From an optimization exercise on the open Yosys and OpenROAD flow, aimed at small area, a short achievable clock period and few clock cycles per item; shortcuts taken in it are not production practice. In this exercise RTL edits were held to simulation tests only and were not proved equivalent to the original. Power and IR drop assume default switching activity.

<file path="flow/design.v">
package bec_pkg;
    localparam int ROW_W    = 64;
    localparam int IDX_W    = 12;
    localparam int RCNT_W   = 13;
    localparam int CCNT_W   = 7;
    localparam int CFG_AW   = 1;
    localparam int MAX_COLS = 64;
    localparam int MDATA_W  = 80;
endpackage
module binary_erosion_cross_top #(
    parameter int MAX_ROWS = 4096
) (
    input  logic               aclk,
    input  logic               aresetn,
    input  logic               cfg_wr_en,
    input  logic [bec_pkg::CFG_AW-1:0]  cfg_addr,
    input  logic [bec_pkg::RCNT_W-1:0]  cfg_wdata,
    input  logic               s_tvalid,
    output logic               s_tready,
    input  logic [bec_pkg::ROW_W-1:0]   s_tdata,    
    output logic               m_tvalid,
    input  logic               m_tready,
    output logic [bec_pkg::MDATA_W-1:0] m_tdata,    
    output logic               m_tlast     
);
    localparam int ROW_W = bec_pkg::ROW_W;
    localparam int IDX_W = bec_pkg::IDX_W;
    logic [IDX_W-1:0] hm2_reg;       
    logic [5:0]       wm1_reg;       
    logic [ROW_W-1:0] cur_reg;
    logic [ROW_W-1:0] part_reg;
    logic [IDX_W-1:0] idx_reg;       
    logic             first_reg;     
    logic             fin_reg;       
    logic [ROW_W-1:0] mask;
    logic [ROW_W-1:0] east;
    logic [ROW_W-1:0] part_next;
    logic             take;
    logic             beat_valid;
    logic             beat_ready;
    logic [ROW_W-1:0] out_row_reg;
    logic [IDX_W-1:0] out_idx_reg;
    logic             out_last_reg;
    logic             out_valid_reg;
    logic             last_row;
    logic [12:0] cfg_rows;
    logic [6:0]  cfg_cols;
    always_comb begin
        cfg_rows = cfg_wdata;
        cfg_cols = cfg_wdata[6:0];
    end
    always_ff @(posedge aclk) begin
        if (!aresetn) begin
            hm2_reg <= '0;
            wm1_reg <= 6'd63;
        end else if (cfg_wr_en) begin
            if (cfg_addr == 1'b0) begin
                if (cfg_rows < 13'd2)         hm2_reg <= '0;
                else if (cfg_rows > 13'd4096) hm2_reg <= 12'd4094;
                else                          hm2_reg <= 12'(cfg_rows - 13'd2);
            end else begin
                if (cfg_cols < 7'd2)          wm1_reg <= 6'd1;
                else if (cfg_cols > 7'd64)    wm1_reg <= 6'd63;
                else                          wm1_reg <= 6'(cfg_cols - 7'd1);
            end
        end
    end
    logic [1:0]  th1;
    logic [3:0]  th2;
    logic [7:0]  th3;
    logic [15:0] th4;
    logic [31:0] th5;
    assign th1  = {wm1_reg[0], 1'b1};
    assign th2  = {th1 & {2{wm1_reg[1]}},  th1 | {2{wm1_reg[1]}}};
    assign th3  = {th2 & {4{wm1_reg[2]}},  th2 | {4{wm1_reg[2]}}};
    assign th4  = {th3 & {8{wm1_reg[3]}},  th3 | {8{wm1_reg[3]}}};
    assign th5  = {th4 & {16{wm1_reg[4]}}, th4 | {16{wm1_reg[4]}}};
    assign mask = {th5 & {32{wm1_reg[5]}}, th5 | {32{wm1_reg[5]}}};
    always_comb begin
        east = ({1'b0, s_tdata[ROW_W-1:1]} & mask) | (mask & ~{1'b0, mask[ROW_W-1:1]});
        part_next = east & s_tdata & {s_tdata[ROW_W-2:0], 1'b1}
                  & (cur_reg | {ROW_W{first_reg}});
    end
    assign take     = s_tvalid && s_tready;
    assign last_row = !first_reg && (idx_reg == hm2_reg);
    always_ff @(posedge aclk) begin
        if (take) begin
            cur_reg  <= s_tdata;
            part_reg <= part_next;
        end
    end
    always_ff @(posedge aclk) begin
        if (!aresetn) begin
            first_reg <= 1'b1;
            fin_reg   <= 1'b0;
        end else begin
            if (fin_reg && beat_ready) begin
                fin_reg <= 1'b0;
            end
            if (take) begin
                first_reg <= last_row;
                if (last_row) begin
                    fin_reg <= 1'b1;
                end
            end
        end
    end
    always_ff @(posedge aclk) begin
        if (take) begin
            idx_reg <= first_reg ? '0 : idx_reg + IDX_W'(1);
        end
    end
    assign beat_valid = fin_reg || (take && !first_reg);
    assign beat_ready = !out_valid_reg || m_tready;
    always_ff @(posedge aclk) begin
        if (beat_ready) begin
            out_row_reg  <= part_reg & (s_tdata | {ROW_W{fin_reg}});
            out_idx_reg  <= idx_reg;
            out_last_reg <= fin_reg;
        end
    end
    always_ff @(posedge aclk) begin
        if (!aresetn) begin
            out_valid_reg <= 1'b0;
        end else if (beat_ready) begin
            out_valid_reg <= beat_valid;
        end
    end
    assign s_tready = m_tready;
    assign m_tvalid = out_valid_reg;
    assign m_tdata  = {4'd0, out_idx_reg, out_row_reg};
    assign m_tlast  = out_last_reg;
endmodule
</file>
<file path="flow/config.mk">
export PLATFORM = sky130hd
export DESIGN_NAME = binary_erosion_cross_top
export DESIGN_NICKNAME = binary_erosion_cross_top
export VERILOG_FILES = /design/flow/design.v
export SDC_FILE = /design/flow/constraint.sdc
export NUM_CORES = 4
export LEC_CHECK = 0
export CAP_MARGIN = 20
export CORE_MARGIN = 2
export CORE_UTILIZATION = 40
export CTS_BUF_LIST = sky130_fd_sc_hd__clkbuf_8
export SETUP_SLACK_MARGIN = 3.05
export SLEW_MARGIN = 20
</file>
<file path="flow/flow/run.sh">
#!/bin/bash
# Standard layout, with the port buffers inserted as buf_2 cells instead of the default choice.
set -euo pipefail
export BUFFER_PORTS_ARGS="-buffer_cell sky130_fd_sc_hd__buf_2"
bash standard.sh finish > orfs_flow.log 2>&1
</file>
<file path="flow/standard.sh">
#!/bin/bash
# synth_recipe.tcl (not shown) runs the flow's synth.tcl, then flattens the netlist and writes it again
# the make line also repeats each setting of config.mk as NAME=value (left out here)
make -C /OpenROAD-flow-scripts/flow DESIGN_CONFIG=/design/flow/config.mk WORK_HOME=/design/flow/orfs CLKGATE_MAP_FILE= SYNTH_SCRIPT=/design/flow/synth_recipe.tcl "${@:-finish}"
</file>
<file path="flow/constraint.sdc">
create_clock -name core_clock -period 5.5 [get_ports {aclk}]
set_input_delay 1.1000 -clock core_clock [delete_from_list [all_inputs] [get_ports {aclk}]]
set_output_delay 1.1000 -clock core_clock [all_outputs]
set_load 0.01 [all_outputs]
</file>
==> impl_metrics.tcl <==
set metrics [dict create \
    ant_nets 0 \
    fin_crit_sh 0.444 \
    clkPwrFrac 0.384 \
    synth-simple-area-share 0.113 \
    start_util 0.406 \
    synthTopCellsByCount "217 x edfxtp_1, 68 x nor2_1, 66 x o21a_1" \
    cts_root_buf "clkbuf_8" \
    synth_warnings 1 \
    path_class "input pin to output port" \
    cts.sinks 238 \
    synthCells 788 \
    slowest_stage "buf_6" \
    place_hpwl_um 16700 \
    first_iter_violations 628 \
    layoutNonFillerInstCount 1319 \
    core-area_um2 25000 \
    grt_overflow 0 \
    fin_util 0.483 \
    cp.arrival_ns 1.34 \
    reg2reg_from "first_reg" \
    min_path_cells 2 \
    clockBufferDepth 3 \
    worst-path-max-fanout 3 \
    synth_top_family_by_area "compound AO/OA/AOI/OAI gates" \
    p_per_area_nw_per_um2 329 \
    rsz0062_at_grt "false" \
    first_pass_iters 5 \
    synth_cell_types 55 \
    syn_area_per_cell_um2 12.9 \
    synthMuxAreaShare 0.00295 \
    first_global_vias 7179 \
    pwr-share-comb 0.081 \
    hold_class "flip-flop to flip-flop" \
    drive_gt1_frac 0.240 \
    status "complete, no violations" \
    antenna_found_initial 1 \
    rows 58 \
    gp_congestion 0.834 \
    cp_cell_sequence "buf_6 > buf_6" \
    fin_nets 1046 \
    synth_ff_type "edfxtp_1" \
    ir_drop_v 0.000129 \
    syn-cell-area_um2 10200 \
    worst_slew_pin_slew_ns 1.02 \
    synthXorXnorAreaFrac 0.0233 \
    internal_power_uw 3040 \
    cts_buffers 40 \
    antennaDiodeCount 0 \
    start_kind "input pin" \
    clk_pin_slew_ns 0.06 \
    critPathRequiredTime_ns 4.40 \
    drv_slew 0 \
    async_flop_share 0 \
    slew_headroom 0.319 \
    grt_pass1_wl_um 39700 \
    rr_endpoint "part_reg[10]" \
    die_area_um2 26700 \
    cap_viol_max_count 0 \
    synth.most_common_cell "edfxtp_1" \
    num_io_pins 166 \
    min_to "hm2_reg[7]" \
    cpPeakStageDelay_ns 0.12 \
    synth-seq-cells 238 \
    die-height_um 163 \
    swShare 0.237 \
    worstHoldStart "hm2_reg[7]" \
    crit_path_start "m_tready" \
    synth_top_area_frac 0.641 \
    hold_ws_ns 0.475 \
    critPathBufInv 2 \
    die-width_um 163 \
    ys_top_cells_by_area "edfxtp_1 64%, o21a_1 4.9%, dfxtp_1 4.1%" \
    drc_errors 0 \
    hold_viol_final 0 \
    reg2reg_slack_ns 3.33 \
    track_usage 0.192 \
    finClkSkew_ns 0.0138 \
    nFillCells 2258 \
    period_minus_slack_ns 2.44 \
    fmax_mhz 410 \
    postCtsHoldBufs 0 \
    setup_viol 0 \
    tns_ns 0 \
    ys_seq_area_frac 0.682 \
    routed_wl_um 25700 \
    area_delta_synth_final_pct 19.1 \
    clk_latency_ns 0.53 \
    wl_per_cell_um 19.5 \
    synth_compound_area_frac 0.150 \
    path_common_cell "buf_6" \
    leakagePower_uw 0.00458 \
    power.switching_uw 941 \
    synthAdderAreaFrac 0.00492 \
    dr_total_vias 7296 \
    htreeDepth 2 \
    worstRegToRegCells 3 \
    port_buffers 161 \
    synth_top_area_cell "edfxtp_1" \
    pwr-share-seq 0.534 \
    routed_via_density 5.53 \
    end_kind "output port" \
    synth_edf_count 217 \
    critical-path-top-delay-family "buffers and inverters" \
    grt_max_degree 78 \
    placed_cells 1246 \
    tritoncts "yes" \
]
[metal layers]
layer  routed length [um]  GRT usage
met1                11500      0.271
met2                11600      0.295
met3                 1720     0.0338
met4                  815     0.0740
met5                   11          0
[layout make-up]
class,count,area (um2),area share
clock buffer,45,619,0.0512
clock inverter,27,156,0.0129
inverter,11,48.8,0.00403
multi-input combinational,496,3030,0.250
sequential,238,6940,0.573
tap,330,413,0.0341
timing repair buffer,171,897,0.0741
timing repair inverter,1,5.00,0.000413
[metrics by stage]
step	instance area [um2]	setup WS, ns	total power [uW]
2_1_floorplan	10200	1.89	2330
3_3_place_gp	11300	2.40	2480
3_5_place_dp	11300	2.35	2480
4_1_cts	12100	3.05	4020
5_1_grt	12100	3.05	4130
6_report	12100	3.06	3980
[power by group through the flow]
stage / clock [uW] / sequential [uW] / combinational [uW]
2_1_floorplan: 0 / 2160 / 170
3_3_place_gp: 0 / 2160 / 318
4_1_cts: 1570 / 2130 / 324
5_1_grt: 1640 / 2130 / 358
3_5_place_dp: 0 / 2160 / 320
6_report: 1530 / 2130 / 324
[cells by family (layout without fill, tap and decap cells)]
logic type / count (synthesis) / count (layout)
xor gates and xnor gates: 27 / 27
buffers and inverters: 57 / 255
muxes: 3 / 3
AOI/OAI and AO/OA: 223 / 223
DFF: 238 / 238
adders and majority gates: 4 / 4
and+or+nand+nor: 235 / 235
other: 1 / 4
[layout by cell type (no fill, tap or decap), types with 3 or more instances in the layout]
cell       synthesis  routed
and3_1             3       3
inv_1             10      24
nand4_1            6       6
nor3b_1            4       4
xor2_1            20      20
buf_4              5       9
or2_2              3       3
nor2_1            68      68
xnor2_1            7       7
o211ai_1          16      16
buf_6              1       3
or3_1              5       5
nand2_1           46      45
o21ai_0           45      45
ha_1               4       4
a31oi_1            3       3
edfxtp_1         217     217
and2_1             6       6
a211oi_1           7       7
nand3_1           17      17
nor2b_1            4       3
o2111ai_1         15      15
buf_2              1     159
nor3_1            38      38
o31ai_1            3       3
nor4_1            24      24
a22o_1             5       5
clkinv_1           1       8
o21a_1            66      66
clkbuf_8           0      45
a21oi_1           38      37
dfxtp_1           21      19
conb_1             1       4
nand2b_1           4       4
o221ai_1           8       8
mux2i_1            3       3
[how the worst max path moves through the flow]
stage,to,slack (ns),depth (start not counted)
after global placement,cur_reg[33],2.40,4
after floorplan,cur_reg[0],1.89,2
after CTS,s_tready,3.05,2
after global routing,s_tready,3.05,2
after detailed placement,cur_reg[35],2.35,4
final,s_tready,3.06,2
[what timing repair did]
action                     CTS  global route
setup buffers                0             0
gates cloned                 1             0
setup endpoints to repair  102             1
gates resized for setup      5             1
Testbench counts, summed over its fixed seeds: cycles 7,950, results 7,566.

## static timing again, ports no longer ideal
No port has a modelled driver above. Below, the same layout with a new extraction and two added sets of constraints. Step 1: set_driving_cell puts a clkbuf_16 on aclk and a buf_2 on each other input, an assumption about the parent block. Step 2 also shifts input and output timing later by t, the mid clock arrival at the registers, as if the neighbouring blocks saw the same clock. Slacks: no drivers / after step 1 / after step 2; pairs: no drivers / after step 1.
shift t [ns]: 0.564
slack for setup (ns): 3.060 / 3.029 / 2.763
worst setup path at the end: input to register
latest minus earliest clock arrival (ns): 0.014 / 0.015
pins driven straight from the clock port: 1
After both steps this run still meets setup and hold. The setup slack of this run moves by -0.031 ns with the drivers and by -0.297 ns with both steps.
